This is an optimization exercise on Yosys and OpenROAD, whose aim is small area, a short achievable clock period and few clock cycles per item, not a production implementation. RTL that was checked went through simulation tests only; none was proved equivalent to the original.

==> module idct_bka, before the edit <==
module idct_bka #(
    parameter int W = 32
) (
    input  logic [W-1:0] a,
    input  logic [W-1:0] b,
    input  logic         cin,
    output logic [W-1:0] s
);
    localparam int TOP = 1 << ($clog2(W) - 1);    
    logic [W-1:0] g0, p0;
    logic [W-1:0] gg, pp;
    assign g0 = a & b;
    assign p0 = a ^ b;
    always_comb begin
        gg = g0;
        gg[0] = g0[0] | (p0[0] & cin);
        pp = p0;
        for (int l = 1; l < W; l = l * 2)
            for (int i = 2 * l - 1; i < W; i = i + 2 * l) begin
                gg[i] = gg[i] | (pp[i] & gg[i-l]);
                pp[i] = pp[i] & pp[i-l];
            end
        for (int l = TOP / 2; l >= 1; l = l / 2)
            for (int i = 3 * l - 1; i < W; i = i + 2 * l) begin
                gg[i] = gg[i] | (pp[i] & gg[i-l]);
                pp[i] = pp[i] & pp[i-l];
            end
    end
    assign s = p0 ^ {gg[W-2:0], cin};
endmodule
export LEC_CHECK = 0
export CAP_MARGIN = 20
export CORE_MARGIN = 2
export CORE_UTILIZATION = 55
export CTS_CLUSTER_DIAMETER = 100
export CTS_CLUSTER_SIZE = 20
export SLEW_MARGIN = 20
create_clock -name core_clock -period 12.0 [get_ports {clk}]
standard.sh (not shown) runs the stock make flow with config.mk's settings and CLKGATE_MAP_FILE= SYNTH_SCRIPT=/design/flow/synth_recipe.tcl, a recipe that flattens the netlist after the stock synthesis.
==> flow/flow/run.sh <==
#!/bin/bash
# Standard ORFS layout at the design's clock and constraints; the timing
# repair after CTS and after global routing is asked to keep extra setup
# slack so that the achieved period shrinks. Tool output goes to flow.log.
set -euo pipefail
bash standard.sh SETUP_SLACK_MARGIN=6.8 finish > flow.log 2>&1
Change:
--- a/flow/design.v
+++ b/flow/design.v
@@ -378,11 +378,15 @@
     input  logic [W-1:0] a,
     input  logic [W-1:0] b,
     input  logic         cin,
     output logic [W-1:0] s
 );
-    localparam int TOP = 1 << ($clog2(W) - 1);    
+    function automatic int top_span(input int w);
+        top_span = 1;
+        while (2 * top_span < w) top_span = 2 * top_span;
+    endfunction
+    localparam int TOP = top_span(W);    
     logic [W-1:0] g0, p0;
     logic [W-1:0] gg, pp;
     assign g0 = a & b;
     assign p0 = a ^ b;
     always_comb begin
After rerunning:
- The new run produced a clean layout
- via count does not change
- cell area is unchanged
- final cell count stays the same
- synthesized cell count is unchanged
- core utilization does not change
- critical path depth does not change
- count of clock-buffer cells in the layout stays the same
Testbench counts after the change, summed over its fixed seeds: cycles 5,096, items 64.
Function not checked in the first run of this note: the RTL went through the layout flow alone.

--- another note on this design; it stands on its own ---

// idct_8x8
module idct_8x8 #(
    parameter int DATA_W      = 16,
    parameter int COEF_FRAC   = 14,
    parameter int LEVEL_SHIFT = 0
) (
    input  logic              clk,
    input  logic              rst_n,
    input  logic              in_valid,
    output logic              in_ready,
    input  logic [DATA_W-1:0] in_data,
    output logic              out_valid,
    input  logic              out_ready,
    output logic [7:0]        out_data,
    output logic              busy,
    output logic              block_done
);
Size: ~2700 flip-flops, about 32 I/O pins, ~130000 um^2 of cells after synthesis.
export LEC_CHECK = 0
export CAP_MARGIN = 20
export CORE_MARGIN = 2
export CORE_UTILIZATION = 55
export CTS_BUF_LIST = sky130_fd_sc_hd__clkbuf_8
export CTS_CLUSTER_DIAMETER = 80
export CTS_CLUSTER_SIZE = 15
export SLEW_MARGIN = 20
create_clock -name core_clock -period 12.0 [get_ports {clk}]
standard.sh (not shown) runs the stock make flow with config.mk's settings and CLKGATE_MAP_FILE= SYNTH_SCRIPT=/design/flow/synth_recipe.tcl, a recipe that flattens the netlist after the stock synthesis.
==> flow/flow/run.sh <==
#!/bin/bash
# Standard ORFS layout at the design's clock and constraints; the timing
# repair after CTS and after global routing is asked to keep extra setup
# slack so that the achieved period shrinks. Tool output goes to flow.log.
set -euo pipefail
bash standard.sh SETUP_SLACK_MARGIN=7.0 finish > flow.log 2>&1
Testbench counts at the start, summed over its fixed seeds: cycles 5,096, items 64.
Next try:
--- a/flow/flow/run.sh
+++ b/flow/flow/run.sh
@@ -5,2 +5,2 @@
 set -euo pipefail
-bash standard.sh SETUP_SLACK_MARGIN=7.0 finish > flow.log 2>&1
+bash standard.sh SETUP_SLACK_MARGIN=6.8 finish > flow.log 2>&1
The new run completed without violations.
Worst hold slack improved by 0.020 ns.
Setup slack got worse by 0.027 ns.
First-iteration DRC count fell by about 5%.
Area after synthesis is unchanged.

## static timing again, ports no longer ideal
The flow's constraints put no driver on any port. The routed layouts listed below were extracted and timed again, unchanged, in two steps. Step 1 sets driving cells, clkbuf_16 on the clock port and buf_2 on the other inputs (assumed; they add their load-dependent delay and slew). Step 2 also shifts input and output timing later by t, the mid clock arrival at the registers, as if the neighbouring blocks saw the same clock. Slacks: ideal / step 1 / step 2; pairs: ideal / step 1.
run	shift t [ns]	slack for setup (ns)	worst hold slack (ns)	clock arrival spread, ns	worst register clock-pin slew, ns
the first run of note 1	0.917	6.830 / 6.810 / 6.156	0.286 / 0.286 / 0.286	0.110 / 0.109	0.10 / 0.10
the second run of note 1	0.917	6.830 / 6.810 / 6.156	0.286 / 0.286 / 0.286	0.110 / 0.109	0.10 / 0.10
the first run of note 2	1.086	6.872 / 6.837 / 6.232	0.269 / 0.269 / 0.269	0.131 / 0.132	0.12 / 0.12
the second run of note 2	1.108	6.845 / 6.822 / 6.221	0.289 / 0.289 / 0.289	0.115 / 0.115	0.11 / 0.11
After both steps every run listed still meets setup and hold.
